Context: an optimization exercise on an open-source flow, tuned for small area, a short achievable clock period and few clock cycles. The choices shown serve that exercise and are no tape-out recipe.
RTL that was checked went through simulation tests only; none was proved equivalent to the original.
No functional check of the RTL was part of runs 4 and 5.
No activity file was given, so power comes from the tool's default toggle rates.

File: flow/config.mk
export PLATFORM = sky130hd
export DESIGN_NAME = laser_stripe_center_extract
export DESIGN_NICKNAME = laser_stripe_center_extract
export VERILOG_FILES = /design/flow/design.v
export SDC_FILE = /design/flow/constraint.sdc
export NUM_CORES = 4
export LEC_CHECK = 0
export CAP_MARGIN = 20
export CORE_MARGIN = 2
export CORE_UTILIZATION = 40
export SLEW_MARGIN = 20
File: flow/constraint.sdc
create_clock -name core_clock -period 8.0 [get_ports {clk}]
set_input_delay 1.6000 -clock core_clock [delete_from_list [all_inputs] [get_ports {clk}]]
set_output_delay 1.6000 -clock core_clock [all_outputs]
set_load 0.01 [all_outputs]
File: flow/design.v
package lsce_pkg;
  localparam int MAX_COLUMNS = 4096;
  localparam int MAX_ROWS    = 4096;
  localparam int COL_W       = 12;
  localparam int CNT_W       = 13;
  localparam int ROW_W       = 12;
  localparam int GRAD_W      = 9;
  localparam int CENTRE_W    = 20;
  localparam logic [1:0] REG_GRAD_THRESHOLD = 2'd0;
  localparam logic [1:0] REG_WIDTH_MIN      = 2'd1;
  localparam logic [1:0] REG_WIDTH_MAX      = 2'd2;
endpackage
module lsce_front (
  input  logic        clk,
  input  logic        rst_n,
  input  logic        in_push,
  output logic        in_full,
  input  logic [7:0]  in_pixel,
  input  logic        in_row_end,
  input  logic        in_frame_end,
  input  logic [8:0]  thr,
  input  logic signed [12:0] wmin,
  input  logic signed [12:0] wmax,
  input  logic        job_ready,
  input  logic        job_ready_nxt,
  output logic        job_valid,
  output logic [8:0]  job_x,
  output logic [8:0]  job_u,
  output logic [9:0]  job_a,
  output logic [9:0]  job_b,
  output logic [12:0] job_s1,
  output logic        job_found,
  output logic        job_last
);
  logic       in_full_r;
  logic       v_r, re_r, fe_r;
  logic [7:0] px_r;
  logic [7:0]  pd0_r, pd1_r;
  logic [12:0] col_r;
  logic signed [8:0] prev_r, pk1_r, tr1_r;
  logic [8:0]  x_r, y_r, u_r, w_r;
  logic        ppend_r, tpend_r;
  logic [11:0] pkc_r, trc_r;
  logic        fin_r, fin_n1_r, fin_last_r;
  logic accept, hold, go, take, first, in_room;
  logic signed [8:0] g;
  logic cap_p, cap_t;
  logic [12:0] col_n;
  logic fin_n, v_n, re_n;
  assign in_full = in_full_r;
  assign accept  = in_push && !in_full_r;
  assign in_room = !col_r[12];
  assign hold    = v_r && fin_r && !job_ready && (re_r || col_r != '0);
  assign go      = v_r && !hold;
  assign take    = go && in_room && col_r != '0;
  assign first   = col_r == 13'd1;
  assign g       = first ? 9'sd0 : $signed({1'b0, px_r}) - $signed({1'b0, pd1_r});
  assign cap_p   = first || g >= pk1_r;
  assign cap_t   = first || g < tr1_r;
  always_comb begin
    col_n = col_r;
    if (go) begin
      if (re_r) col_n = '0;
      else if (in_room) col_n = col_r + 13'd1;
    end
    fin_n = (fin_r && !job_ready) || (go && re_r);
    v_n   = hold ? 1'b1 : accept;
    re_n  = hold ? re_r : in_row_end;
  end
  always_ff @(posedge clk) begin
    if (!rst_n) begin
      in_full_r <= 1'b0;
      v_r <= 1'b0;
      col_r <= '0;
      fin_r <= 1'b0;
    end else begin
      in_full_r <= v_n && fin_n && !job_ready_nxt && (re_n || col_n != '0);
      v_r <= v_n;
      col_r <= col_n;
      fin_r <= fin_n;
    end
  end
  always_ff @(posedge clk) begin
    if (!hold) begin
      px_r <= in_pixel;
      re_r <= in_row_end;
      fe_r <= in_frame_end;
    end
    if (go && !re_r && in_room) begin
      pd1_r <= pd0_r;
      pd0_r <= px_r;
    end
    if (go && re_r) begin
      fin_n1_r <= col_r == '0;
      fin_last_r <= fe_r;
    end
    if (take) begin
      prev_r <= g;
      if (ppend_r) y_r <= 9'(pk1_r - g);
      if (tpend_r) w_r <= 9'(g - tr1_r);
      ppend_r <= cap_p;
      tpend_r <= cap_t;
      if (cap_p) begin
        pk1_r <= g;
        x_r <= first ? 9'd0 : 9'(g - prev_r);
        pkc_r <= col_r[11:0];
      end
      if (cap_t) begin
        tr1_r <= g;
        u_r <= first ? 9'd0 : 9'(prev_r - g);
        trc_r <= col_r[11:0];
      end
    end
  end
  logic fcap_p, fcap_t, pass;
  logic [8:0] y_f, w_f;
  logic signed [10:0] thr_s;
  logic signed [12:0] wid;
  always_comb begin
    fcap_p = pk1_r <= 9'sd0;
    fcap_t = tr1_r > 9'sd0;
    y_f = ppend_r ? 9'(pk1_r) : y_r;
    w_f = tpend_r ? 9'(-tr1_r) : w_r;
    thr_s = $signed({2'b00, thr});
    wid = $signed({1'b0, trc_r}) - $signed({1'b0, pkc_r});
    pass = !fin_n1_r && !fcap_p && !fcap_t
           && (11'(pk1_r) >= thr_s) && (11'(tr1_r) <= -thr_s)
           && (wid >= wmin) && (wid <= wmax)
           && (pkc_r != 12'd1) && (trc_r != 12'd1);
  end
  assign job_valid = fin_r;
  assign job_x     = x_r;
  assign job_u     = u_r;
  assign job_a     = {1'b0, x_r} + {1'b0, y_f};
  assign job_b     = {1'b0, u_r} + {1'b0, w_f};
  assign job_s1    = {1'b0, pkc_r} + {1'b0, trc_r} - 13'd3;
  assign job_found = pass;
  assign job_last  = fin_last_r;
endmodule
module lsce_mul (
  input  logic        clk,
  input  logic        rst_n,
  input  logic        load,
  input  logic [8:0]  ld_x,
  input  logic [8:0]  ld_u,
  input  logic [9:0]  ld_a,
  input  logic [9:0]  ld_b,
  input  logic [12:0] ld_s1,
  input  logic        ld_found,
  input  logic        ld_last,
  input  logic        take,
  output logic        valid,
  output logic        done,
  output logic        valid_nxt,
  output logic [19:0] d,
  output logic [19:0] e,
  output logic [12:0] s1,
  output logic        found,
  output logic        last
);
  logic        valid_r, done_r;
  logic [2:0]  cnt_r;
  logic [8:0]  x_r;
  logic [9:0]  a_r;
  logic [19:0] pd_r;    
  logic [20:0] pe_r;    
  logic [11:0] sum_d;
  logic [12:0] sum_e;
  logic [1:0]  bd, ud;
  assign bd = pd_r[1:0];
  assign ud = pe_r[1:0];
  assign sum_d = {2'b00, pd_r[19:10]} + (bd[0] ? {2'b00, a_r} : 12'd0)
                 + (bd[1] ? {1'b0, a_r, 1'b0} : 12'd0);
  assign sum_e = {2'b00, pe_r[20:10]} + (bd[0] ? {4'b0, x_r} : 13'd0)
                 + (bd[1] ? {3'b0, x_r, 1'b0} : 13'd0)
                 + (ud[0] ? {3'b0, a_r} : 13'd0) + (ud[1] ? {2'b0, a_r, 1'b0} : 13'd0);
  assign valid = valid_r;
  assign done  = done_r;
  assign valid_nxt = load || (valid_r && !take);
  assign d = pd_r;
  assign e = pe_r[19:0];
  always_ff @(posedge clk) begin
    if (!rst_n) begin
      valid_r <= 1'b0;
      done_r <= 1'b0;
    end else if (load) begin
      valid_r <= 1'b1;
      done_r <= !ld_found;
    end else if (take) begin
      valid_r <= 1'b0;
      done_r <= 1'b0;
    end else if (valid_r && !done_r && cnt_r == 3'd4) begin
      done_r <= 1'b1;
    end
  end
  always_ff @(posedge clk) begin
    if (load) begin
      x_r <= ld_x;
      a_r <= ld_a;
      pd_r <= {10'd0, ld_b};
      pe_r <= {11'd0, 1'b0, ld_u};
      s1 <= ld_s1;
      found <= ld_found;
      last <= ld_last;
      cnt_r <= '0;
    end else if (valid_r && !done_r) begin
      pd_r <= {sum_d[11:2], sum_d[1:0], pd_r[9:2]};
      pe_r <= {sum_e[12:2], sum_e[1:0], pe_r[9:2]};
      cnt_r <= cnt_r + 3'd1;
    end
  end
endmodule
module lsce_back (
  input  logic        clk,
  input  logic        rst_n,
  input  logic        job_done,
  input  logic [19:0] job_d,
  input  logic [19:0] job_e,
  input  logic [12:0] job_s1,
  input  logic        job_found,
  input  logic        job_last,
  output logic        take,
  output logic        out_empty,
  input  logic        out_pop,
  output logic        out_found,
  output logic [19:0] out_centre_q8,
  output logic        out_last
);
  logic        valid_r, done_r;
  logic [2:0]  cnt_r;
  logic [19:0] r_r;
  logic [19:0] d_r;
  logic [7:0]  q_r;
  logic [12:0] s1_r;
  logic        pop;
  logic        q8;
  logic [20:0] t, diff, diff0;
  logic        qb;
  logic [19:0] c0, c1;
  assign pop  = out_pop && done_r;
  assign take = job_done && (!valid_r || pop);
  assign out_empty = !done_r;
  assign out_centre_q8 = r_r;
  assign diff0 = {1'b0, job_e} - {1'b0, job_d};
  assign q8 = !diff0[20];
  assign t = {r_r, 1'b0};
  assign diff = t - {1'b0, d_r};
  assign qb = !diff[20];
  assign c0 = {s1_r, q_r[6:0]} + {12'd0, q_r[7], 7'd0};
  assign c1 = c0 + 20'd1;
  always_ff @(posedge clk) begin
    if (!rst_n) begin
      valid_r <= 1'b0;
      done_r <= 1'b0;
    end else if (take) begin
      valid_r <= 1'b1;
      done_r <= !job_found;
    end else if (pop) begin
      valid_r <= 1'b0;
      done_r <= 1'b0;
    end else if (valid_r && !done_r && cnt_r == 3'd7) begin
      done_r <= 1'b1;
    end
  end
  always_ff @(posedge clk) begin
    if (take) begin
      d_r <= job_d;
      s1_r <= job_s1;
      out_found <= job_found;
      out_last <= job_last;
      q_r <= {7'd0, q8};
      r_r <= !job_found ? 20'd0 : (q8 ? diff0[19:0] : job_e);
      cnt_r <= '0;
    end else if (valid_r && !done_r) begin
      cnt_r <= cnt_r + 3'd1;
      if (cnt_r == 3'd7) begin
        r_r <= qb ? c1 : c0;
      end else begin
        r_r <= qb ? diff[19:0] : t[19:0];
        q_r <= {q_r[6:0], qb};
      end
    end
  end
endmodule
module laser_stripe_center_extract (
  input  logic                clk,
  input  logic                rst_n,
  input  logic                in_push,
  output logic                in_full,
  input  logic [7:0]          in_pixel,
  input  logic                in_row_end,
  input  logic                in_frame_end,
  output logic                out_empty,
  input  logic                out_pop,
  output logic [lsce_pkg::ROW_W-1:0]    out_row_number,
  output logic                out_found,
  output logic [lsce_pkg::CENTRE_W-1:0] out_centre_q8,
  output logic                out_last,
  input  logic                cfg_valid,
  output logic                cfg_ready,
  input  logic [1:0]          cfg_index,
  input  logic [12:0]         cfg_data
);
  logic [8:0]         thr_r;
  logic signed [12:0] wmin_r, wmax_r;
  logic [11:0]        row_r;
  logic        job_valid, job_found, job_last;
  logic [8:0]  job_x, job_u;
  logic [9:0]  job_a, job_b;
  logic [12:0] job_s1;
  logic        mul_valid, mul_done, mul_valid_nxt, mul_found, mul_last, mul_take;
  logic [19:0] mul_d, mul_e;
  logic [12:0] mul_s1;
  assign cfg_ready = 1'b1;
  always_ff @(posedge clk) begin
    if (!rst_n) begin
      thr_r <= 9'd35;
      wmin_r <= 13'sd1;
      wmax_r <= 13'sd20;
    end else if (cfg_valid) begin
      case (cfg_index)
        lsce_pkg::REG_GRAD_THRESHOLD: thr_r <= cfg_data[8:0];
        lsce_pkg::REG_WIDTH_MIN:      wmin_r <= $signed(cfg_data);
        lsce_pkg::REG_WIDTH_MAX:      wmax_r <= $signed(cfg_data);
        default: begin
        end
      endcase
    end
  end
  always_ff @(posedge clk) begin
    if (!rst_n) begin
      row_r <= '0;
    end else if (out_pop && !out_empty) begin
      if (out_last) row_r <= '0;
      else if (row_r != 12'hfff) row_r <= row_r + 12'd1;
    end
  end
  assign out_row_number = row_r;
  lsce_front u_front (
    .clk          (clk),
    .rst_n        (rst_n),
    .in_push      (in_push),
    .in_full      (in_full),
    .in_pixel     (in_pixel),
    .in_row_end   (in_row_end),
    .in_frame_end (in_frame_end),
    .thr          (thr_r),
    .wmin         (wmin_r),
    .wmax         (wmax_r),
    .job_ready    (!mul_valid),
    .job_ready_nxt(!mul_valid_nxt),
    .job_valid    (job_valid),
    .job_x        (job_x),
    .job_u        (job_u),
    .job_a        (job_a),
    .job_b        (job_b),
    .job_s1       (job_s1),
    .job_found    (job_found),
    .job_last     (job_last)
  );
  lsce_mul u_mul (
    .clk       (clk),
    .rst_n     (rst_n),
    .load      (job_valid && !mul_valid),
    .ld_x      (job_x),
    .ld_u      (job_u),
    .ld_a      (job_a),
    .ld_b      (job_b),
    .ld_s1     (job_s1),
    .ld_found  (job_found),
    .ld_last   (job_last),
    .take      (mul_take),
    .valid     (mul_valid),
    .done      (mul_done),
    .valid_nxt (mul_valid_nxt),
    .d         (mul_d),
    .e         (mul_e),
    .s1        (mul_s1),
    .found     (mul_found),
    .last      (mul_last)
  );
  lsce_back u_back (
    .clk           (clk),
    .rst_n         (rst_n),
    .job_done      (mul_done),
    .job_d         (mul_d),
    .job_e         (mul_e),
    .job_s1        (mul_s1),
    .job_found     (mul_found),
    .job_last      (mul_last),
    .take          (mul_take),
    .out_empty     (out_empty),
    .out_pop       (out_pop),
    .out_found     (out_found),
    .out_centre_q8 (out_centre_q8),
    .out_last      (out_last)
  );
endmodule
File: flow/run.sh
#!/bin/bash
# synth_recipe.tcl (not shown) runs the flow's synth.tcl, then flattens the netlist and writes it again
# the make line also repeats each setting of config.mk as NAME=value (left out here)
make -C /OpenROAD-flow-scripts/flow DESIGN_CONFIG=/design/flow/config.mk WORK_HOME=/design/flow/orfs CLKGATE_MAP_FILE= SYNTH_SCRIPT=/design/flow/synth_recipe.tcl finish
==> results.txt, run 1 <==
- Placement Cell Area: around 23,000 sq um
- Port buffer count: 65
- Pre-CTS setup slack: between 2 and 3 ns
- CP Max Fanout: 21
- Root buf cell: clkbuf_16
- Worst hold path class: reg -> reg
- Worst slew pin tran: roughly 1.0 ns
- Final setup fails: 0
- Largest area contributor in the netlist: edfxtp_1
- Synthesis-stage register bit count: between 300 and 400
- Layout cells sized above 1: under 10%
- Final Wtd Congestion: 0.889
- H-tree lvl count: 2
- Total track usage: roughly a fifth
- Final min period: around 5.2 ns
- Largest family of logic cells by synthesized area: adder cells
- Overflow left after global routing: 0
- Die height: roughly 240 um
- CTS Buf Count: 39
- Fmax: 192 MHz
- Final Hold Fails: 0
- Count leader, synth: inv_1
- Initial drt markers: just over 900
- PnR worst setup slack: approximately 2.8 ns
- RSZ-0062 raised after global routing: no
- # IOs: 67
- Slowest CP cell: edfxtp_1
- DR WL/cell: around 17 um
- Fin nets: between 2,000 and 3,000
- Vias in the first global route: around 16,000
- DRT Wirelength: about 52,000 um
- DP Wirelength: around 41,000 um
- Post-Synth Simple-Gate Area: roughly 14%
- Post-synthesis cell count: about 2,200
- CP bufs+invs: 0
- Post-Synth Adder-Cell Area: 16.5%
- Commonest cells post-synth: 242 x inv_1, 233 x ha_1, 225 x edfxtp_1
- Ys flop type: edfxtp_1
- Total power: between 5 and 6 mW
- # hold bufs at CTS: 0
- Final Core Density: a little under half
- Max Cap Viol: 0
- Clock Sinks: roughly 330
- Post-synthesis sequential area ratio: between 40% and 50%
- Layout overhead on the synthesized area: 12.4%
- Power Dens Cells: 239 nW/um^2
- Initial antenna violation count: 0
- Initial Util: approximately 41%
- DRC viols: 0
- Rows: 85
- Post-route insts no fill: ~3,000
- Clk slew on worst S/H paths: 0.06 ns
- Antenna cells: 0
- CP Class: reg -> reg
- Syn Area/Cell: roughly 9.7 sq um
- Clock latency on the worst-skew pair: roughly 0.55 ns
- Die area: approximately 57,000 sq um
- Worst Clk Skew: 0.0145 ns
- Peak VDD IR: roughly 0.15 mV
- TritonCTS clock tree: built
- Final ANT Viol Nets: 0
- Pins over their slew limit: 0
- Crit path max-delay family: adder cells
- CP Data Required Time: 8.44 ns
- Design Area, Final: 24,600 sq um
- Die W: about 240 um
- Synth area leaders: edfxtp_1 31%, ha_1 13%, dfxtp_1 9.4%, xnor2_1 4.6%, inv_1 4.2%
- Synth Area in Compound Gates: ~14%
- WHS: 0.414 ns
- Status: no timing/DRC/antenna violations
- DR vias: about 16,000
- Core footprint: 53,900 sq um
- Yosys cell types: 84
- DRT Pass-1 Iters: 5
- Async set-reset flop share out of synthesis: 0%
- Vias/cell: ~5.3
- Arrival @ worst endpoint: ~5.7 ns
- Critical path, cell by cell: and2_1 -> ha_1 -> fa_1 -> a21oi_1 -> nor2_1 -> nor2_1 -> o21bai_1 -> a21oi_1 -> xnor2_1 -> fa_1 -> fa_1 -> ha_1 -> a21boi_0 -> o21ai_0 -> a21boi_0 -> o21ai_0 -> a21boi_0 -> o21ai_0 -> o311ai_0
- Setup TNS: 0 ns
- Leakage: 10.1 nW
- Setup Buffers After CTS: 0
- Dpl cells: between 2,000 and 3,000
- Resized cells post-CTS: 0
- Netlist Area Pre-Place: 21,900 sq um
- CP startpoint kind: flop
- Mux cell area share after synthesis: approximately 2.4%
- Slew Limit Headroom: 30.4%
- Pin count of the biggest net entering global routing: 62
- Post-synth EDFFs: around 230
- Share of the synthesized area in the top cell type: a little under a third
- YS warnings: 4
- Fill cell count: 5,086
- Max Root-Sink Buffers: 3
- CP Capture Type: flop
- Xor and xnor area share after synthesis: 7.37%
- Crit share post-route: approximately two thirds
- First-pass GRT wire length: roughly 85,000 um
- Post-synth net total: 2,545
- Max stage delay on crit path: 0.63 ns
==> state kept, by name (all words and copies together), names as in the netlist, 10 cells and up <==
| name | cells |
|---|---|
| u_mul.s1 | 13 |
| u_front.trc_r | 12 |
| u_mul.pd_r | 20 |
| wmax_r | 13 |
| u_back.d_r | 20 |
| wmin_r | 13 |
| u_back.s1_r | 13 |
| u_mul.pe_r | 21 |
| u_back.r_r | 20 |
| row_r | 12 |
| u_front.col_r | 13 |
| u_front.pkc_r | 12 |
| u_mul.a_r | 10 |
==> final timing paths <==
kind                                         startpoint                          end  slack (ns)  cells after the start
worst min-delay path             u_mul.s1[10]$_DFFE_PP_    u_back.s1_r[10]$_DFFE_PP_        0.41                      0
worst max-delay path            u_mul.pd_r[0]$_DFFE_PP_  u_mul.pe_r[20]$_SDFFE_PP0P_        2.78                     19
worst max register to register  u_mul.pd_r[0]$_DFFE_PP_  u_mul.pe_r[20]$_SDFFE_PP0P_        2.78                     19
worst min register to register   u_mul.s1[10]$_DFFE_PP_    u_back.s1_r[10]$_DFFE_PP_        0.41                      0
==> report_power, final <==
group	total (mW)	internal (mW)	switching, mW
logic	1.93	0.814	1.12
clock network	1.84	1.12	0.712
registers	2.10	1.96	0.134
==> layout by cell type (no fill, tap or decap), types with 21 or more instances in the layout <==
| master | instances |
|---|---|
| o21ai_0 | 94 |
| nand2b_1 | 32 |
| mux2i_1 | 26 |
| and3_1 | 21 |
| nand3_1 | 40 |
| clkdlybuf4s50_1 | 65 |
| nor2b_1 | 44 |
| inv_1 | 241 |
| nor3_1 | 25 |
| clkbuf_16 | 39 |
| a21oi_1 | 163 |
| nand4_1 | 25 |
| fa_1 | 33 |
| xor2_1 | 70 |
| nand2_1 | 208 |
| nor2_1 | 134 |
| o21bai_1 | 27 |
| xnor2_1 | 114 |
| edfxtp_1 | 225 |
| ha_1 | 233 |
| and2_1 | 59 |
| a21o_1 | 46 |
| dfxtp_1 | 103 |
==> kinds of logic after synthesis <==
group	after synthesis
AND/OR/NAND/NOR	637
XOR/XNOR	184
flip-flops	328
other	1
adder cells (fa/ha/maj)	270
multiplexers	48
buffers and inverters	305
AO/OA/AOI/OAI	476
==> routing by layer <==
metal | vias up | part of all wire [%] | GRT usage [%]
li1 | 7977 | - | -
met1 | 7661 | 48 | 25.7
met2 | 276 | 46 | 31.4
met3 | 67 | 3.4 | 2.05
met4 | 0 | 2.6 | 5.97
met5 | - | 0 | 0
==> layout make-up <==
| class | count | area, sq um | share of cell area [%] |
|---|---|---|---|
| Clock buffer | 46 | 1000 | 4.08 |
| Multi-Input combinational cell | 1616 | 11900 | 48.5 |
| Timing Repair Buffer | 76 | 733 | 2.98 |
| Sequential cell | 328 | 8820 | 35.9 |
| Inverter | 245 | 920 | 3.74 |
| Tap cell | 696 | 871 | 3.54 |
| Clock inverter | 24 | 309 | 1.26 |
Testbench counts, summed over its fixed seeds: cycles 35,415.
==> inputs of run 2 (changes only) <==
--- a/flow/config.mk
+++ b/flow/config.mk
@@ -10,2 +10,3 @@
 export CORE_UTILIZATION = 40
+export SETUP_SLACK_MARGIN = 4.5
 export SLEW_MARGIN = 20
==> results.txt, run 2 <==
- Status: no timing/DRC/antenna violations
- Hold Startpoint: u_front.fe_r$_DFFE_PN_
- Worst slew pin tran: 0.948 ns (-0.0925 ns)
- Critical path launch point: u_mul.pd_r[0]$_DFFE_PP_
- Sw frac: 35.5% (+2.0 points)
- Max Cap Viol: 0 (unchanged)
- Mux cell area share after synthesis: 2.39% (unchanged)
- Pin count of the biggest net entering global routing: 61 (-1.6%)
- Worst Clk Skew: 0.0268 ns (+0.0123 ns)
- Final Hold Fails: 0 (unchanged)
- Post-Synth Simple-Gate Area: 14.2% (unchanged)
- Post-synthesis cell count: 2,249 (unchanged)
- Post-Synth Adder-Cell Area: 16.5% (unchanged)
- Ys flop type: edfxtp_1
- Async set-reset flop share out of synthesis: 0% (unchanged)
- DR WL/cell: 18.4 um (+6.7%)
- CP Max Fanout: 4 (-81%)
- Root buf cell: clkbuf_16
- Combinational power share: 39.7% (+6.7 points)
- DRT Wirelength: 58,100 um (+11%)
- Total track usage: 20.1% (+1.3 points)
- Leakage: 10.9 nW (+8.0%)
- Most common cell after layout, fill and taps aside: edfxtp_1
- Count leader, synth: inv_1
- Post-synth EDFFs: 225 (unchanged)
- Synth Area in Compound Gates: 13.8% (unchanged)
- YS warnings: 4 (unchanged)
- CP startpoint kind: flop
- Max reg flops: 21 (unchanged)
- Clock latency on the worst-skew pair: 0.57 ns (+0.02 ns)
- CP Data Required Time: 8.45 ns (about the same)
- Port buffer count: 65 (unchanged)
- Largest area contributor in the netlist: edfxtp_1
- Synth area leaders: edfxtp_1 31%, ha_1 13%, dfxtp_1 9.4%, xnor2_1 4.6%, inv_1 4.2%
- # IOs: 67 (unchanged)
- DRC viols: 0 (unchanged)
- Layout overhead on the synthesized area: 23.4%
- Seq pwr share: 33.2% (-2.5 points)
- Fmax: 230 MHz (+20%)
- Final Wtd Congestion: 0.867 (-2.5%)
- Final setup fails: 0 (unchanged)
- Die height: 238 um (unchanged)
- Antenna cells: 0 (unchanged)
- Layout cells sized above 1: 18.1% (+13 points)
- Commonest cells post-synth: 242 x inv_1, 233 x ha_1, 225 x edfxtp_1
- CP Capture Type: flop
- Post-synthesis sequential area ratio: 40.3% (unchanged)
- Setup TNS: 0 ns (unchanged)
- Critical path, cell by cell: and2_4 -> ha_4 -> fa_2 -> a21oi_2 -> nor2_1 -> nor2_1 -> o21bai_1 -> a21oi_2 -> xnor2_2 -> fa_1 -> fa_1 -> ha_4 -> a21boi_4 -> o21ai_4 -> a21boi_4 -> o21ai_2 -> a21boi_2 -> o21ai_2 -> o311ai_1
- Xor and xnor area share after synthesis: 7.37% (unchanged)
- Vias/cell: 5.32 (+0.90%)
- Total power: 6.35 mW (+8.2%)
- Core footprint: 53,900 sq um (unchanged)
- TritonCTS clock tree: built
- Max stage delay on crit path: 0.52 ns (-0.11 ns)
- Initial Util: 40.6% (unchanged)
- RR Startpoint: u_mul.pd_r[0]$_DFFE_PP_
- Commonest cells after routing, fill and taps aside: 225 x edfxtp_1, 218 x inv_1, 197 x nand2_1, 197 x ha_1, 129 x nor2_1
- Fill cell count: 4,786 (-5.9%)
- Worst hold path class: reg -> reg
- Clock power frac: 27.1% (-4.2 points)
- First-pass GRT wire length: 89,700 um (+4.9%)
- DR vias: 16,800 (+4.8%)
- Post-route insts no fill: 3,149 (+3.9%)
- Final ANT Viol Nets: 0 (unchanged)
- Post-synth net total: 2,545 (unchanged)
- Met2 WL: 27,100 um (+12%)
- Pins over their slew limit: 0 (unchanged)
- WL met3: 2110 um (+17%)
- Peak VDD IR: 0.153 mV (+4.8%)
- DRT Pass-1 Iters: 5 (unchanged)
- DP Wirelength: 42,000 um (+2.4%)
- Clock Sinks: 328 (unchanged)
- Largest family of logic cells by synthesized area: adder cells
- Dpl cells: 2,961 (unchanged)
- CTS Buf Count: 38 (-2.6%)
- Rows: 85 (unchanged)
- Die W: 238 um (unchanged)
- Arrival @ worst endpoint: 4.79 ns (-0.86 ns)
- Overflow left after global routing: 0 (unchanged)
- Crit share post-route: 54.2% (-11 points)
- H-tree lvl count: 2 (unchanged)
- Met1 wire length: 27,000 um (+7.9%)
- Max Used Layer: met4
- Initial antenna violation count: 0 (unchanged)
- Power Dens Cells: 235 nW/um^2 (-1.5%)
- Max Root-Sink Buffers: 3 (unchanged)
- Yosys cell types: 84 (unchanged)
- Biggest register: u_mul.pe_r
- Die area: 56,600 sq um (unchanged)
- CP Class: reg -> reg
- Final min period: 4.34 ns (-0.877 ns)
- Netlist Area Pre-Place: 21,900 sq um (unchanged)
- Clk slew on worst S/H paths: 0.06 ns (about the same)
- Vias in the first global route: 16,500 (+3.2%)
- RSZ-0062 raised after global routing: yes
- Sw Pwr: 2.25 mW (+15%)
- Synthesis-stage register bit count: 328 (unchanged)
- Syn Area/Cell: 9.72 sq um (unchanged)
- Cell Int Power: 4.09 mW (+4.9%)
- Slowest CP cell: fa_1
- Slew Limit Headroom: 36.4% (+6.0 points)
- Share of the synthesized area in the top cell type: 30.9% (unchanged)
- Fin nets: 2,721 (+4.6%)
- Initial drt markers: 1,206 (+29%)
==> run 2: kinds of logic after synthesis <==
group,after synthesis
XOR/XNOR,184
multiplexers,48
adder cells (fa/ha/maj),270
AND/OR/NAND/NOR,637
flip-flops,328
other,1
AO/OA/AOI/OAI,476
buffers and inverters,305
==> run 2: layer usage <==
layer / up-vias / global-route usage [%]
met4: 0 / 7.22
met3: 95 / 2.14
li1: 8230 / -
met2: 341 / 33.1
met1: 8086 / 27.4
met5: - / 0
==> run 2: stage by stage <==
step / utilization [%] / setup WS (ns) / area, sq um / hold WS (ns)
finish: 50.0 / 3.66 / 27000 / 0.413
global route: 50.0 / 3.45 / 27000 / 0.425
CTS: 48.3 / 3.67 / 26000 / 0.415
detailed placement: 43.4 / 3.19 / 23400 / 0.405
global placement: 43.4 / 3.33 / 23400 / 0.402
floorplan: - / 3.68 / 22100 / 0.400
==> run 2: worst paths after layout <==
kind / depth (start not counted) / end / slack (ns)
worst min-delay path: 0 / u_front.fin_last_r$_DFFE_PP_ / 0.41
worst min register to register: 0 / u_front.fin_last_r$_DFFE_PP_ / 0.41
worst max-delay path: 19 / u_mul.pe_r[20]$_SDFFE_PP0P_ / 3.66
worst max register to register: 19 / u_mul.pe_r[20]$_SDFFE_PP0P_ / 3.66
==> run 2: what timing repair did <==
| action | CTS | global route |
|---|---|---|
| gates resized for setup | 144 | 124 |
| pin swaps | 74 | 98 |
| setup endpoints to repair | 108 | 102 |
| gates cloned | 4 | 2 |
| hold buffers | 0 | 0 |
| buffers inserted | 80 | 34 |
==> run 2: power by group through the flow <==
stage          clock, mW  sequential, mW  combinational [mW]
2_1_floorplan          0            2.07                1.56
3_3_place_gp           0            2.13                1.99
3_5_place_dp           0            2.14                2.03
4_1_cts             1.76            2.10                2.26
5_1_grt             1.82            2.12                2.79
6_report            1.72            2.11                2.52
==> run 2: final cells by class <==
class / instances / area (sq um) / area share (%)
flip-flops and latches: 328 / 8820 / 32.7
inverters: 245 / 945 / 3.50
clock inverters: 26 / 250 / 0.927
well taps: 696 / 871 / 3.23
repair buffers: 193 / 1840 / 6.81
clock buffers: 42 / 966 / 3.58
multi-input cells: 1618 / 13300 / 49.2
repair inverters: 1 / 6.26 / 0.0232
==> run 2: critical path, delay by kind of cell, from the launching register on <==
family,cells,cell delay [ns]
AO/OA/AOI/OAI,10,1.50
flip-flops,1,0.43
AND/OR/NAND/NOR,3,0.35
XOR/XNOR,1,0.14
adder cells (fa/ha/maj),5,1.80
==> inputs of run 3 (changes only) <==
--- a/flow/config.mk
+++ b/flow/config.mk
@@ -7,2 +7,3 @@
 export LEC_CHECK = 0
+export ABC_CLOCK_PERIOD_IN_PS = 3000
 export CAP_MARGIN = 20
==> results.txt, run 3 <==
- Status: no timing/DRC/antenna violations
- CP bufs+invs: 0 (unchanged)
- Fill cell count: 4,786 (unchanged)
- Clock power frac: 27.1% (about the same)
- Max stage delay on crit path: 0.52 ns (about the same)
- DP Wirelength: 42,000 um (unchanged)
- Initial Util: 40.6% (unchanged)
- Power Dens Cells: 235 nW/um^2 (unchanged)
- Post-synth net total: 2,545 (unchanged)
- Final min period: 4.34 ns (unchanged)
- Total track usage: 20.1% (unchanged)
- H-tree lvl count: 2 (unchanged)
- Pins over their slew limit: 0 (unchanged)
- Arrival @ worst endpoint: 4.79 ns (about the same)
- Final ANT Viol Nets: 0 (unchanged)
- Yosys cell types: 84 (unchanged)
- Clock latency on the worst-skew pair: 0.57 ns (about the same)
- Sw Pwr: 2.25 mW (unchanged)
- Final Wtd Congestion: 0.867 (unchanged)
- Async set-reset flop share out of synthesis: 0% (unchanged)
- Setup TNS: 0 ns (unchanged)
- Die W: 238 um (unchanged)
- Critical path, cell by cell: and2_4 -> ha_4 -> fa_2 -> a21oi_2 -> nor2_1 -> nor2_1 -> o21bai_1 -> a21oi_2 -> xnor2_2 -> fa_1 -> fa_1 -> ha_4 -> a21boi_4 -> o21ai_4 -> a21boi_4 -> o21ai_2 -> a21boi_2 -> o21ai_2 -> o311ai_1
- # IOs: 67 (unchanged)
- # hold bufs at CTS: 0 (unchanged)
- DRT Pass-1 Iters: 5 (unchanged)
- DRC viols: 0 (unchanged)
- Slowest CP cell: fa_1
- Most common cell after layout, fill and taps aside: edfxtp_1
- YS warnings: 4 (unchanged)
- Root buf cell: clkbuf_16
- Combinational power share: 39.7% (about the same)
- Leakage: 10.9 nW (unchanged)
- Die area: 56,600 sq um (unchanged)
- Crit path max-delay family: adder cells
- Pin count of the biggest net entering global routing: 61 (unchanged)
- CTS Buf Count: 38 (unchanged)
- Slew Limit Headroom: 36.4% (unchanged)
- Initial antenna violation count: 0 (unchanged)
- Post-synthesis sequential area ratio: 40.3% (unchanged)
- Layout cells sized above 1: 18.1% (unchanged)
- Synthesis-stage register bit count: 328 (unchanged)
- Max Root-Sink Buffers: 3 (unchanged)
- Biggest register: u_mul.pe_r
- Seq pwr share: 33.2% (about the same)
- CP startpoint kind: flop
- CP Max Fanout: 4 (unchanged)
- Ys flop type: edfxtp_1
- TritonCTS clock tree: built
- Clock Sinks: 328 (unchanged)
- Layout overhead on the synthesized area: 23.4% (unchanged)
- DRT Wirelength: 58,100 um (unchanged)
- Peak VDD IR: 0.153 mV (unchanged)
- Share of the synthesized area in the top cell type: 30.9% (unchanged)
- Syn Area/Cell: 9.72 sq um (unchanged)
- RSZ-0062 raised after global routing: yes
- Largest area contributor in the netlist: edfxtp_1
- First-pass GRT wire length: 89,700 um (unchanged)
- Commonest cells post-synth: 242 x inv_1, 233 x ha_1, 225 x edfxtp_1
- Final Hold Fails: 0 (unchanged)
- Post-synth EDFFs: 225 (unchanged)
- Max Cap Viol: 0 (unchanged)
- Sw frac: 35.5% (unchanged)
- Vias in the first global route: 16,500 (unchanged)
- Commonest cells after routing, fill and taps aside: 225 x edfxtp_1, 218 x inv_1, 197 x nand2_1, 197 x ha_1, 129 x nor2_1
- Vias/cell: 5.32 (unchanged)
- Core footprint: 53,900 sq um (unchanged)
- Initial drt markers: 1,206 (unchanged)
- Overflow left after global routing: 0 (unchanged)
- Crit share post-route: 54.2% (unchanged)
- Worst slew pin tran: 0.948 ns (unchanged)
- Antenna cells: 0 (unchanged)
- Worst hold path class: reg -> reg
- Port buffer count: 65 (unchanged)
- DR WL/cell: 18.4 um (unchanged)
- Netlist Area Pre-Place: 21,900 sq um (unchanged)
- Final setup fails: 0 (unchanged)
- Fin nets: 2,721 (unchanged)
- Fmax: 230 MHz (unchanged)
- Clk slew on worst S/H paths: 0.06 ns (about the same)
- Cell Int Power: 4.09 mW (unchanged)
- CP Data Required Time: 8.45 ns (about the same)
- Max reg flops: 21 (unchanged)
- Post-synthesis cell count: 2,249 (unchanged)
- CP Capture Type: flop
- DR vias: 16,800 (unchanged)
- Count leader, synth: inv_1
- Total power: 6.35 mW (unchanged)
- Rows: 85 (unchanged)
- Synth area leaders: edfxtp_1 31%, ha_1 13%, dfxtp_1 9.4%, xnor2_1 4.6%, inv_1 4.2%
- Die height: 238 um (unchanged)
- CP Class: reg -> reg
- Worst Clk Skew: 0.0268 ns (unchanged)
==> run 3: cell counts after synthesis <==
No cell type changed its count.
==> run 3: cell families after synthesis <==
| kind of cell | after synthesis | synth area share (%) |
|---|---|---|
| adders and majority gates | 270 | 16.5 |
| and+or+nand+nor | 637 | 14.2 |
| buffers and inverters | 305 | 5.32 |
| muxes | 48 | 2.39 |
| AOI/OAI and AO/OA | 476 | 13.8 |
| xor gates and xnor gates | 184 | 7.37 |
| other | 1 | 0.0171 |
| DFF | 328 | 40.3 |
==> run 3: area by class of cell <==
cell class	count	area, sq um	area share (%)
clock buffers	42	966	3.58
clock inverters	26	250	0.927
inverters	245	945	3.50
multi-input cells	1618	13300	49.2
flip-flops and latches	328	8820	32.7
well taps	696	871	3.23
repair buffers	193	1840	6.81
repair inverters	1	6.26	0.0232
==> run 3: layer usage <==
| layer | share of wire [%] | vias up | track usage [%] |
|---|---|---|---|
| met5 | 0 | - | 0 |
| met4 | 3.1 | 0 | 7.22 |
| met3 | 3.6 | 95 | 2.14 |
| met2 | 47 | 341 | 33.1 |
| met1 | 47 | 8086 | 27.4 |
| li1 | - | 8230 | - |
==> run 3: worst paths after layout <==
check,to,start,slack (ns),cells after the start
setup / recovery,u_mul.pe_r[20]$_SDFFE_PP0P_,u_mul.pd_r[0]$_DFFE_PP_,3.66,19
hold / removal,u_front.fin_last_r$_DFFE_PP_,u_front.fe_r$_DFFE_PN_,0.41,0
setup reg to reg,u_mul.pe_r[20]$_SDFFE_PP0P_,u_mul.pd_r[0]$_DFFE_PP_,3.66,19
hold reg to reg,u_front.fin_last_r$_DFFE_PP_,u_front.fe_r$_DFFE_PN_,0.41,0
==> run 3: power by group through the flow <==
stage | Sequential (mW) | Combinational [mW] | Clock, mW
finish | 2.11 | 2.52 | 1.72
floorplan | 2.07 | 1.56 | 0
detailed placement | 2.14 | 2.03 | 0
global placement | 2.13 | 1.99 | 0
CTS | 2.10 | 2.26 | 1.76
global route | 2.12 | 2.79 | 1.82
==> run 3: timing repair <==
| action | CTS | global route |
|---|---|---|
| pin swaps | 74 | 98 |
| gates resized for setup | 144 | 124 |
| setup buffers | 80 | 34 |
| endpoints found under the setup margin | 108 | 102 |
| gates cloned | 4 | 2 |
==> run 3: through the flow <==
stage	std cells	utilization, %	hold slack (ns)	cell area [sq um]	setup slack [ns]
2_1_floorplan	2249	-	0.400	22100	3.68
6_report	3149	50.0	0.413	27000	3.66
3_5_place_dp	2961	43.4	0.405	23400	3.19
5_1_grt	3149	50.0	0.425	27000	3.45
3_3_place_gp	2960	43.4	0.402	23400	3.33
4_1_cts	3113	48.3	0.415	26000	3.67
==> inputs of run 4 (changes only) <==
--- a/flow/design.v
+++ b/flow/design.v
@@ -27,3 +27,3 @@
   output logic [8:0]  job_x,
-  output logic [8:0]  job_u,
+  output logic [8:0]  job_uq,
   output logic [9:0]  job_a,
@@ -40,3 +40,3 @@
   logic signed [8:0] prev_r, pk1_r, tr1_r;
-  logic [8:0]  x_r, y_r, u_r, w_r;
+  logic [8:0]  x_r, yq_r, uq_r, w_r;
   logic        ppend_r, tpend_r;
@@ -46,2 +46,3 @@
   logic signed [8:0] g;
+  logic signed [9:0] dp, dt, dg;
   logic cap_p, cap_t;
@@ -57,4 +58,7 @@
   assign g       = first ? 9'sd0 : $signed({1'b0, px_r}) - $signed({1'b0, pd1_r});
-  assign cap_p   = first || g >= pk1_r;
-  assign cap_t   = first || g < tr1_r;
+  assign dp      = $signed({2'b00, px_r}) - $signed({2'b00, pd1_r}) - 10'(pk1_r);
+  assign dt      = $signed({2'b00, px_r}) - $signed({2'b00, pd1_r}) - 10'(tr1_r);
+  assign dg      = $signed({2'b00, px_r}) - $signed({2'b00, pd1_r}) - 10'(prev_r);
+  assign cap_p   = first || !dp[9];
+  assign cap_t   = first || dt[9];
   always_comb begin
@@ -98,9 +102,9 @@
       prev_r <= g;
-      if (ppend_r) y_r <= 9'(pk1_r - g);
-      if (tpend_r) w_r <= 9'(g - tr1_r);
       ppend_r <= cap_p;
       tpend_r <= cap_t;
+      if (ppend_r) yq_r <= ~dp[8:0];
+      if (tpend_r) w_r <= dt[8:0];
       if (cap_p) begin
         pk1_r <= g;
-        x_r <= first ? 9'd0 : 9'(g - prev_r);
+        x_r <= first ? 9'd0 : dg[8:0];
         pkc_r <= col_r[11:0];
@@ -109,3 +113,3 @@
         tr1_r <= g;
-        u_r <= first ? 9'd0 : 9'(prev_r - g);
+        uq_r <= ~dg[8:0];
         trc_r <= col_r[11:0];
@@ -114,16 +118,14 @@
   end
-  logic fcap_p, fcap_t, pass;
-  logic [8:0] y_f, w_f;
+  logic pass;
   logic signed [10:0] thr_s;
-  logic signed [12:0] wid;
+  logic signed [13:0] wlo, whi;
+  logic signed [10:0] tlo, thi;
   always_comb begin
-    fcap_p = pk1_r <= 9'sd0;
-    fcap_t = tr1_r > 9'sd0;
-    y_f = ppend_r ? 9'(pk1_r) : y_r;
-    w_f = tpend_r ? 9'(-tr1_r) : w_r;
     thr_s = $signed({2'b00, thr});
-    wid = $signed({1'b0, trc_r}) - $signed({1'b0, pkc_r});
-    pass = !fin_n1_r && !fcap_p && !fcap_t
-           && (11'(pk1_r) >= thr_s) && (11'(tr1_r) <= -thr_s)
-           && (wid >= wmin) && (wid <= wmax)
+    wlo = $signed({2'b00, trc_r}) - $signed({2'b00, pkc_r}) - 14'(wmin);    
+    whi = 14'(wmax) - $signed({2'b00, trc_r}) + $signed({2'b00, pkc_r});    
+    tlo = 11'(pk1_r) - thr_s;                                               
+    thi = 11'sd0 - 11'(tr1_r) - thr_s;                                             
+    pass = !fin_n1_r && (pk1_r > 9'sd0) && (tr1_r <= 9'sd0)
+           && !tlo[10] && !thi[10] && !wlo[13] && !whi[13]
            && (pkc_r != 12'd1) && (trc_r != 12'd1);
@@ -132,5 +134,5 @@
   assign job_x     = x_r;
-  assign job_u     = u_r;
-  assign job_a     = {1'b0, x_r} + {1'b0, y_f};
-  assign job_b     = {1'b0, u_r} + {1'b0, w_f};
+  assign job_uq    = uq_r;
+  assign job_a     = {1'b0, x_r} + {1'b0, ppend_r ? pk1_r : yq_r} + {9'd0, !ppend_r};
+  assign job_b     = {1'b0, uq_r} + {1'b0, tpend_r ? ~tr1_r : w_r} + {8'd0, tpend_r, !tpend_r};
   assign job_s1    = {1'b0, pkc_r} + {1'b0, trc_r} - 13'd3;
@@ -144,3 +146,3 @@
   input  logic [8:0]  ld_x,
-  input  logic [8:0]  ld_u,
+  input  logic [8:0]  ld_uq,
   input  logic [9:0]  ld_a,
@@ -164,14 +166,22 @@
   logic [9:0]  a_r;
-  logic [19:0] pd_r;    
-  logic [20:0] pe_r;    
-  logic [11:0] sum_d;
-  logic [12:0] sum_e;
-  logic [1:0]  bd, ud;
-  assign bd = pd_r[1:0];
-  assign ud = pe_r[1:0];
-  assign sum_d = {2'b00, pd_r[19:10]} + (bd[0] ? {2'b00, a_r} : 12'd0)
-                 + (bd[1] ? {1'b0, a_r, 1'b0} : 12'd0);
-  assign sum_e = {2'b00, pe_r[20:10]} + (bd[0] ? {4'b0, x_r} : 13'd0)
-                 + (bd[1] ? {3'b0, x_r, 1'b0} : 13'd0)
-                 + (ud[0] ? {3'b0, a_r} : 13'd0) + (ud[1] ? {2'b0, a_r, 1'b0} : 13'd0);
+  logic signed [10:0] accd_r;
+  logic signed [11:0] acce_r;
+  logic [11:0] bq_r, uq_r;    
+  logic [2:0]  db_r, du_r;      
+  function automatic logic [2:0] booth(input logic b1, input logic b0, input logic bm);
+    booth[0] = b0 ^ bm;
+    booth[1] = (b1 & ~b0 & ~bm) | (~b1 & b0 & bm);
+    booth[2] = b1 & ~(b0 & bm);
+  endfunction
+  logic [11:0] ma, mx, mxa;
+  logic signed [12:0] sum_d;
+  logic signed [13:0] sum_e;
+  always_comb begin
+    ma  = db_r[0] ? {2'b0, a_r} : db_r[1] ? {1'b0, a_r, 1'b0} : 12'd0;
+    mx  = db_r[0] ? {3'b0, x_r} : db_r[1] ? {2'b0, x_r, 1'b0} : 12'd0;
+    mxa = du_r[0] ? {2'b0, a_r} : du_r[1] ? {1'b0, a_r, 1'b0} : 12'd0;
+    sum_d = 13'(accd_r) + (db_r[2] ? ~{1'b0, ma} : {1'b0, ma}) + 13'(db_r[2]);
+    sum_e = 14'(acce_r) + (db_r[2] ? ~{2'b0, mx} : {2'b0, mx})
+            + (du_r[2] ? ~{2'b0, mxa} : {2'b0, mxa}) + 14'(db_r[2]) + 14'(du_r[2]);
+  end
   assign valid = valid_r;
@@ -179,4 +189,4 @@
   assign valid_nxt = load || (valid_r && !take);
-  assign d = pd_r;
-  assign e = pe_r[19:0];
+  assign d = {accd_r[7:0], bq_r};
+  assign e = {acce_r[7:0], uq_r};
   always_ff @(posedge clk) begin
@@ -191,3 +201,3 @@
       done_r <= 1'b0;
-    end else if (valid_r && !done_r && cnt_r == 3'd4) begin
+    end else if (valid_r && !done_r && cnt_r == 3'd5) begin
       done_r <= 1'b1;
@@ -199,4 +209,8 @@
       a_r <= ld_a;
-      pd_r <= {10'd0, ld_b};
-      pe_r <= {11'd0, 1'b0, ld_u};
+      accd_r <= '0;
+      acce_r <= 12'(ld_a);
+      bq_r <= {2'b0, ld_b};
+      uq_r <= {3'b0, ld_uq};
+      db_r <= booth(ld_b[1], ld_b[0], 1'b0);
+      du_r <= booth(ld_uq[1], ld_uq[0], 1'b0);
       s1 <= ld_s1;
@@ -206,4 +220,8 @@
     end else if (valid_r && !done_r) begin
-      pd_r <= {sum_d[11:2], sum_d[1:0], pd_r[9:2]};
-      pe_r <= {sum_e[12:2], sum_e[1:0], pe_r[9:2]};
+      accd_r <= sum_d[12:2];
+      acce_r <= sum_e[13:2];
+      bq_r <= {sum_d[1:0], bq_r[11:2]};
+      uq_r <= {sum_e[1:0], uq_r[11:2]};
+      db_r <= booth(bq_r[3], bq_r[2], bq_r[1]);
+      du_r <= booth(uq_r[3], uq_r[2], uq_r[1]);
       cnt_r <= cnt_r + 3'd1;
@@ -229,4 +247,5 @@
   logic        valid_r, done_r;
-  logic [2:0]  cnt_r;
+  logic [3:0]  cnt_r;
   logic [19:0] r_r;
+  logic        sb_r;
   logic [19:0] d_r;
@@ -235,4 +254,3 @@
   logic        pop;
-  logic        q8;
-  logic [20:0] t, diff, diff0;
+  logic [20:0] t, diff;
   logic        qb;
@@ -243,5 +261,3 @@
   assign out_centre_q8 = r_r;
-  assign diff0 = {1'b0, job_e} - {1'b0, job_d};
-  assign q8 = !diff0[20];
-  assign t = {r_r, 1'b0};
+  assign t = {r_r, sb_r};
   assign diff = t - {1'b0, d_r};
@@ -260,3 +276,3 @@
       done_r <= 1'b0;
-    end else if (valid_r && !done_r && cnt_r == 3'd7) begin
+    end else if (valid_r && !done_r && cnt_r == 4'd8) begin
       done_r <= 1'b1;
@@ -270,8 +286,9 @@
       out_last <= job_last;
-      q_r <= {7'd0, q8};
-      r_r <= !job_found ? 20'd0 : (q8 ? diff0[19:0] : job_e);
+      r_r <= job_found ? {1'b0, job_e[19:1]} : 20'd0;
+      sb_r <= job_e[0];
       cnt_r <= '0;
     end else if (valid_r && !done_r) begin
-      cnt_r <= cnt_r + 3'd1;
-      if (cnt_r == 3'd7) begin
+      cnt_r <= cnt_r + 4'd1;
+      sb_r <= 1'b0;
+      if (cnt_r == 4'd8) begin
         r_r <= qb ? c1 : c0;
@@ -307,3 +324,3 @@
   logic        job_valid, job_found, job_last;
-  logic [8:0]  job_x, job_u;
+  logic [8:0]  job_x, job_uq;
   logic [9:0]  job_a, job_b;
@@ -353,3 +370,3 @@
     .job_x        (job_x),
-    .job_u        (job_u),
+    .job_uq        (job_uq),
     .job_a        (job_a),
@@ -365,3 +382,3 @@
     .ld_x      (job_x),
-    .ld_u      (job_u),
+    .ld_uq     (job_uq),
     .ld_a      (job_a),
--- a/flow/config.mk
+++ b/flow/config.mk
@@ -7,3 +7,2 @@
 export LEC_CHECK = 0
-export ABC_CLOCK_PERIOD_IN_PS = 3000
 export CAP_MARGIN = 20
@@ -11,3 +10,3 @@
 export CORE_UTILIZATION = 40
-export SETUP_SLACK_MARGIN = 4.5
+export SETUP_SLACK_MARGIN = 5
 export SLEW_MARGIN = 20
==> results.txt, run 4 <==
- CTS Buf Count: 40 (+5.3%)
- Commonest cells post-synth: 249 x edfxtp_1, 222 x inv_1, 201 x nand2_1
- Top flop regs: u_back.d_r (20), u_back.r_r (20)
- Synthesis-stage register bit count: 342 (+4.3%)
- CP startpoint kind: flop
- Synth area leaders: edfxtp_1 36%, ha_1 11%, dfxtp_1 9.0%, xnor2_1 4.9%, inv_1 4.0%
- Die W: 232 um (-2.5%)
- RSZ-0062 raised after global routing: yes
- Final Wtd Congestion: 0.936 (+8.0%)
- Clk slew on worst S/H paths: 0.06 ns (about the same)
- Antenna cells: 0 (unchanged)
- Initial Util: 40.5% (-0.074 points)
- Slew Limit Headroom: 33.9% (-2.5 points)
- Root buf cell: clkbuf_16
- Max Used Layer: met4
- DR WL/cell: 18.9 um (+2.6%)
- Pin count of the biggest net entering global routing: 58 (-4.9%)
- Async set-reset flop share out of synthesis: 0% (unchanged)
- Clock Sinks: 342 (+4.3%)
- Crit share post-route: 47.1% (-7.2 points)
- Rows: 83 (-2.4%)
- DR vias: 16,000 (-4.7%)
- Slowest CP cell: edfxtp_1
- Ys flop type: edfxtp_1
- Arrival @ worst endpoint: 4.25 ns (-0.54 ns)
- Setup TNS: 0 ns (unchanged)
- Die area: 53,800 sq um (-4.9%)
- Pins over their slew limit: 0 (unchanged)
- DRT Pass-1 Iters: 5 (unchanged)
- Total power: 5.30 mW (-17%)
- Die height: 232 um (-2.5%)
- Status: no timing/DRC/antenna violations
- Most Frequent Cell on Critical Path: a21oi_2
- Max Cap Viol: 0 (unchanged)
- Met1 wire length: 24,600 um (-8.9%)
- Peak VDD IR: 0.124 mV (-19%)
- Power Dens Cells: 198 nW/um^2 (-16%)
- Yosys cell types: 83 (-1.2%)
- Post-synth EDFFs: 249 (+11%)
- Final min period: 3.77 ns (-0.573 ns)
- Layout cells sized above 1: 23.4% (+5.3 points)
- # IOs: 67 (unchanged)
- Count leader, synth: edfxtp_1
- Post-synthesis sequential area ratio: 45.0% (+4.6 points)
- Met2 WL: 26,500 um (-2.3%)
- WL met3: 3160 um (+50%)
- Vias/cell: 5.33 (+0.15%)
- Initial drt markers: 1,232 (+2.2%)
- Final Hold Fails: 0 (unchanged)
- Leakage: 10.7 nW (-1.7%)
- TritonCTS clock tree: built
- Worst hold path class: reg -> reg
- H-tree lvl count: 2 (unchanged)
- Port buffer count: 65 (unchanged)
- First-pass GRT wire length: 85,600 um (-4.5%)
- Total track usage: 20.3% (+0.16 points)
- CP Capture Type: flop
- Post-synthesis cell count: 2,044 (-9.1%)
- Largest area contributor in the netlist: edfxtp_1
- Fin nets: 2,541 (-6.6%)
- Post-synth net total: 2,299 (-9.7%)
- Core footprint: 51,300 sq um (-4.9%)
- Vias in the first global route: 15,700 (-4.9%)
- Syn Area/Cell: 10.2 sq um (+4.5%)
- Netlist Area Pre-Place: 20,800 sq um (-5.0%)
- CP Class: reg -> reg
- Fmax: 266 MHz (+15%)
- Overflow left after global routing: 0 (unchanged)
- WHS: 0.417 ns (+0.00412 ns)
- DP Wirelength: 38,500 um (-8.2%)
- Share of the synthesized area in the top cell type: 36.0% (+5.1 points)
- Worst slew pin tran: 0.988 ns (+0.0400 ns)
- CP Data Required Time: 8.48 ns (+0.03 ns)
- Critical path, cell by cell: ha_1 -> inv_2 -> o21bai_4 -> a21oi_2 -> o21bai_1 -> a21oi_2 -> o21ba_4 -> o41a_1 -> a21oi_2 -> xnor2_2 -> ha_1 -> a211oi_2 -> mux2i_2 -> a2111oi_2 -> o21ai_1 -> nand3_2 -> a21oi_4 -> a211oi_2
- CP Max Fanout: 3 (-1)
- Worst Clk Skew: 0.0266 ns (-0.000236 ns)
- Layout overhead on the synthesized area: 28.9%
- Final ANT Viol Nets: 0 (unchanged)
- Final setup fails: 0 (unchanged)
- Initial antenna violation count: 0 (unchanged)
- Max stage delay on crit path: 0.48 ns (-0.04 ns)
- DRT Wirelength: 56,700 um (-2.4%)
- Most common cell after layout, fill and taps aside: edfxtp_1
- YS warnings: 4 (unchanged)
- DRC viols: 0 (unchanged)
- # hold bufs at CTS: 0 (unchanged)
- Commonest cells after routing, fill and taps aside: 249 x edfxtp_1, 209 x inv_1, 190 x nand2_1
- Clock latency on the worst-skew pair: 0.56 ns (about the same)
- Max Root-Sink Buffers: 3 (unchanged)
==> run 4: worst paths after layout <==
| kind | start | end | slack [ns] | cells after the start |
|---|---|---|---|---|
| hold / removal | u_mul.s1[6]$_DFFE_PP_ | u_back.s1_r[6]$_DFFE_PP_ | 0.42 | 0 |
| hold reg to reg | u_mul.s1[6]$_DFFE_PP_ | u_back.s1_r[6]$_DFFE_PP_ | 0.42 | 0 |
| setup reg to reg | u_front.trc_r[1]$_DFFE_PP_ | u_mul.done_r$_SDFFE_PN0P_ | 4.23 | 18 |
| setup / recovery | u_front.trc_r[1]$_DFFE_PP_ | u_mul.done_r$_SDFFE_PN0P_ | 4.23 | 18 |
==> run 4: critical path, delay by kind of cell (launching register included) <==
family	cells	cell delay, ns
AOI/OAI and AO/OA	12	2.15
adders and majority gates	2	0.62
DFF	1	0.48
xor gates and xnor gates	1	0.15
muxes	1	0.12
and+or+nand+nor	1	0.12
buffers and inverters	1	0.06
==> run 4: report_power, final <==
group | leakage (nW) | internal (mW) | total (mW) | switching (mW)
sequential | 3.05 | 2.05 | 2.13 | 0.0856
combinational | 7.06 | 0.676 | 1.38 | 0.705
clock | 0.624 | 1.06 | 1.78 | 0.726
total | 10.7 | 3.78 | 5.30 | 1.52
==> run 4: timing repair <==
action | CTS | global route
setup endpoints to repair | 273 | 176
resized for setup | 268 | 168
cloned | 6 | 6
pin swaps | 113 | 130
setup buffers | 120 | 52
==> run 4: area by class of cell <==
cell class / count / area, sq um
timing repair inverter: 5 / 40.0
sequential: 342 / 9350
fill: 4487 / 24500
clock buffer: 54 / 1090
clock inverter: 18 / 168
inverter: 225 / 888
multi-input combinational: 1419 / 11900
tap: 680 / 851
timing repair buffer: 253 / 2470
==> run 4: kinds of logic (layout without fill, tap and decap cells) <==
| family | Yosys count | in the layout | synth area share (%) |
|---|---|---|---|
| mux | 24 | 24 | 1.26 |
| simple gates | 548 | 548 | 12.6 |
| fa+ha+maj | 226 | 226 | 14.9 |
| other cells | 1 | 1 | 0.0181 |
| xor+xnor | 175 | 175 | 7.45 |
| flops | 342 | 342 | 45.0 |
| compound gates | 444 | 445 | 13.5 |
| buf+inv | 284 | 555 | 5.30 |
==> run 4: through the flow <==
| step | setup slack, ns | utilization [%] | instances | cell area [sq um] |
|---|---|---|---|---|
| floorplan | 4.51 | - | 2044 | 21000 |
| global placement | 3.57 | 43.4 | 2740 | 22300 |
| detailed placement | 3.51 | 43.4 | 2740 | 22300 |
| CTS | 4.21 | 49.7 | 2938 | 25500 |
| global route | 4.04 | 52.2 | 2996 | 26800 |
| finish | 4.23 | 52.2 | 2996 | 26800 |
==> run 4: per-layer routing <==
metal	vias to the layer above	GRT usage (%)
met1	7694	26.5
met4	0	7.73
met5	-	0
met3	140	3.61
met2	434	33.4
li1	7694	-
==> inputs of run 5 (changes only) <==
--- a/flow/config.mk
+++ b/flow/config.mk
@@ -10,3 +10,3 @@
 export CORE_UTILIZATION = 40
-export SETUP_SLACK_MARGIN = 5
+export SETUP_SLACK_MARGIN = 4
 export SLEW_MARGIN = 20
==> results.txt, run 5 <==
- CP Max Fanout: 5 (+2)
- Peak VDD IR: 0.141 mV (+13%)
- Fmax: 257 MHz (-3.1%)
- Commonest cells after routing, fill and taps aside: 249 x edfxtp_1, 220 x inv_1, 201 x nand2_1
- Ys flop type: edfxtp_1
- Max stage delay on crit path: 0.62 ns (+0.14 ns)
- Layout overhead on the synthesized area: 14.5%
- Root buf cell: clkbuf_16
- Overflow left after global routing: 0 (unchanged)
- Final min period: 3.88 ns (+0.119 ns)
- Initial Util: 40.5% (unchanged)
- Clk slew on worst S/H paths: 0.06 ns (about the same)
- Critical path, cell by cell: inv_1 -> ha_1 -> nor4b_1 -> ha_1 -> ha_1 -> o22ai_1 -> nor4_1 -> o311ai_0 -> a2111oi_0 -> o221ai_1 -> a21oi_1 -> nand3_1 -> a21oi_4 -> a211oi_1
- DRT Pass-1 Iters: 5 (unchanged)
- PnR worst setup slack: 4.12 ns (-0.119 ns)
- Power Dens Cells: 207 nW/um^2 (+4.6%)
- Design Area, Final: 23,800 sq um (-11%)
- Worst hold path class: reg -> reg
- Netlist Area Pre-Place: 20,800 sq um (unchanged)
- CTS Buf Count: 40 (unchanged)
- Crit share post-route: 48.6% (+1.5 points)
- Pre-CTS setup slack: 3.51 ns (-0.00133 ns)
- # IOs: 67 (unchanged)
- TritonCTS clock tree: built
- Synthesis-stage register bit count: 342 (unchanged)
- Final setup fails: 0 (unchanged)
- DRC viols: 0 (unchanged)
- DP Wirelength: 38,300 um (-0.64%)
- Worst slew pin tran: 1.03 ns (+0.0445 ns)
- Post-route insts no fill: 2,836 (-5.3%)
- Layout cells sized above 1: 7.00% (-16 points)
- Largest area contributor in the netlist: edfxtp_1
- Most Frequent Cell on Critical Path: ha_1
- Synth area leaders: edfxtp_1 36%, ha_1 11%, dfxtp_1 9.0%, xnor2_1 4.9%, inv_1 4.0%
- RSZ-0062 raised after global routing: yes
- Initial drt markers: 1,031 (-16%)
- CP Class: reg -> reg
- Yosys cell types: 83 (unchanged)
- Hold Startpoint: u_mul.s1[12]$_DFFE_PP_
- Final Hold Fails: 0 (unchanged)
- Post-synthesis cell count: 2,044 (unchanged)
- Die height: 232 um (unchanged)
- Initial antenna violation count: 0 (unchanged)
- CP startpoint kind: flop
- Commonest cells post-synth: 249 x edfxtp_1, 222 x inv_1, 201 x nand2_1
- Worst Clk Skew: 0.0154 ns (-0.0112 ns)
- Vias in the first global route: 14,600 (-6.6%)
- Dpl cells: 2,741 (+0.036%)
- Core footprint: 51,300 sq um (unchanged)
- Status: no timing/DRC/antenna violations
- Top flop regs: u_back.d_r (20), u_back.r_r (20)
- Clock Sinks: 342 (unchanged)
- Final Core Density: 46.4% (-5.8 points)
- Post-synth net total: 2,299 (unchanged)
- YS warnings: 4 (unchanged)
- RR Startpoint: u_front.tr1_r[1]$_DFFE_PP_
- DR vias: 15,000 (-6.3%)
- Critical path launch point: u_front.tr1_r[1]$_DFFE_PP_
- DR WL/cell: 18.1 um (-4.4%)
- Post-synth EDFFs: 249 (unchanged)
- CP Data Required Time: 8.40 ns (-0.08 ns)
- Die W: 232 um (unchanged)
- Async set-reset flop share out of synthesis: 0% (unchanged)
- Share of the synthesized area in the top cell type: 36.0% (unchanged)
- Fin nets: 2,384 (-6.2%)
- Arrival @ worst endpoint: 4.28 ns (+0.03 ns)
- Antenna cells: 0 (unchanged)
- Slowest CP cell: a2111oi_0
- WHS: 0.410 ns (-0.00731 ns)
- DRT Wirelength: 51,300 um (-9.5%)
- Count leader, synth: edfxtp_1
- Syn Area/Cell: 10.2 sq um (unchanged)
- Leakage: 9.43 nW (-12%)
- Pin count of the biggest net entering global routing: 59 (+1.7%)
- Vias/cell: 5.27 (-1.0%)
- CP Capture Type: flop
- Slew Limit Headroom: 30.9% (-3.0 points)
- Pins over their slew limit: 0 (unchanged)
- Max Root-Sink Buffers: 3 (unchanged)
- Port buffer count: 65 (unchanged)
- Max Cap Viol: 0 (unchanged)
- Setup TNS: 0 ns (unchanged)
- Clock latency on the worst-skew pair: 0.55 ns (about the same)
- First-pass GRT wire length: 80,600 um (-5.9%)
- Placement Cell Area: 22,100 sq um (-0.62%)
- Total power: 4.92 mW (-7.0%)
- H-tree lvl count: 2 (unchanged)
- Die area: 53,800 sq um (unchanged)
- Total track usage: 19.1% (-1.2 points)
- Post-synthesis sequential area ratio: 45.0% (unchanged)
- Most common cell after layout, fill and taps aside: edfxtp_1
- Final Wtd Congestion: 0.933 (-0.32%)
- Final ANT Viol Nets: 0 (unchanged)
- Rows: 83 (unchanged)
-- run 5: worst paths after layout --
kind                                                  end  slack, ns  cells after the start
worst max register to register  u_mul.done_r$_SDFFE_PN0P_       4.12                     14
worst min register to register  u_back.s1_r[12]$_DFFE_PP_       0.41                      0
worst min-delay path            u_back.s1_r[12]$_DFFE_PP_       0.41                      0
worst max-delay path            u_mul.done_r$_SDFFE_PN0P_       4.12                     14
-- run 5: per-layer routing --
layer	track usage, %	up-vias	part of all wire (%)
li1	-	7375	-
met1	26.0	7143	47
met2	31.4	351	46
met3	2.30	88	4.4
met4	6.63	0	2.9
met5	0	-	0
-- run 5: timing repair --
action                     4_1_cts  5_1_grt
pin swaps                        2        6
setup endpoints to repair       72       79
resized for setup                7       26
hold buffers                     0        0
buffers inserted                 4       21
cloned                           1        0
-- run 5: cell families (layout without fill, tap and decap cells) --
kind of cell / after synthesis / in the layout / synth area share [%]
simple gates: 548 / 548 / 12.6
flops: 342 / 342 / 45.0
fa+ha+maj: 226 / 226 / 14.9
compound gates: 444 / 445 / 13.5
mux: 24 / 24 / 1.26
buf+inv: 284 / 395 / 5.30
other cells: 1 / 1 / 0.0181
xor+xnor: 175 / 175 / 7.45
-- run 5: layout make-up --
class	instances	area [sq um]
Fill cell	4826	27500
Multi-Input combinational cell	1419	10500
Sequential cell	342	9340
Clock buffer	60	1170
Timing Repair Buffer	101	935
Tap cell	680	851
Inverter	225	847
Clock inverter	9	119
-- run 5: critical path: cells and delay by family, from the launching register on --
family	cells	cell delay, ns
AO/OA/AOI/OAI	7	1.60
adder cells (fa/ha/maj)	3	0.85
buffers and inverters	1	0.23
flip-flops	1	0.43
AND/OR/NAND/NOR	3	0.61
-- run 5: power by group --
part | leakage, nW | switching, mW | internal [mW]
registers | 3.05 | 0.0854 | 2.05
clock network | 0.623 | 0.714 | 1.10
logic | 5.77 | 0.545 | 0.431

[afterwards: timing with drivers on the ports]
In the flow no input, the clock included, has a driving cell. The finished layouts below were timed again as built, in two steps.
Step 1: set_driving_cell puts a clkbuf_16 on clk and a buf_2 on each other input, an assumption about the parent block.
Step 2 times the ports against the registers' clock, not the clock port: input delays grow and output delays shrink by t, the midpoint of the rising clock arrivals with the driver on.
Three values: no drivers, after step 1, after step 2; two values: the first two.
run	shift t [ns]	setup slack, ns	clock arrival spread, ns
run 1	0.607	2.784 / 2.784 / 2.784	0.015 / 0.015
run 2	0.609	3.661 / 3.661 / 3.661	0.029 / 0.029
run 3	0.609	3.661 / 3.661 / 3.661	0.029 / 0.029
run 4	0.607	4.234 / 4.234 / 4.234	0.028 / 0.028
run 5	0.599	4.115 / 4.115 / 3.850	0.020 / 0.020
After both steps setup and hold are still met in every run listed. The setup slack of run 5, which loses most, moves by 0.000 ns with the drivers and by -0.265 ns with both steps.
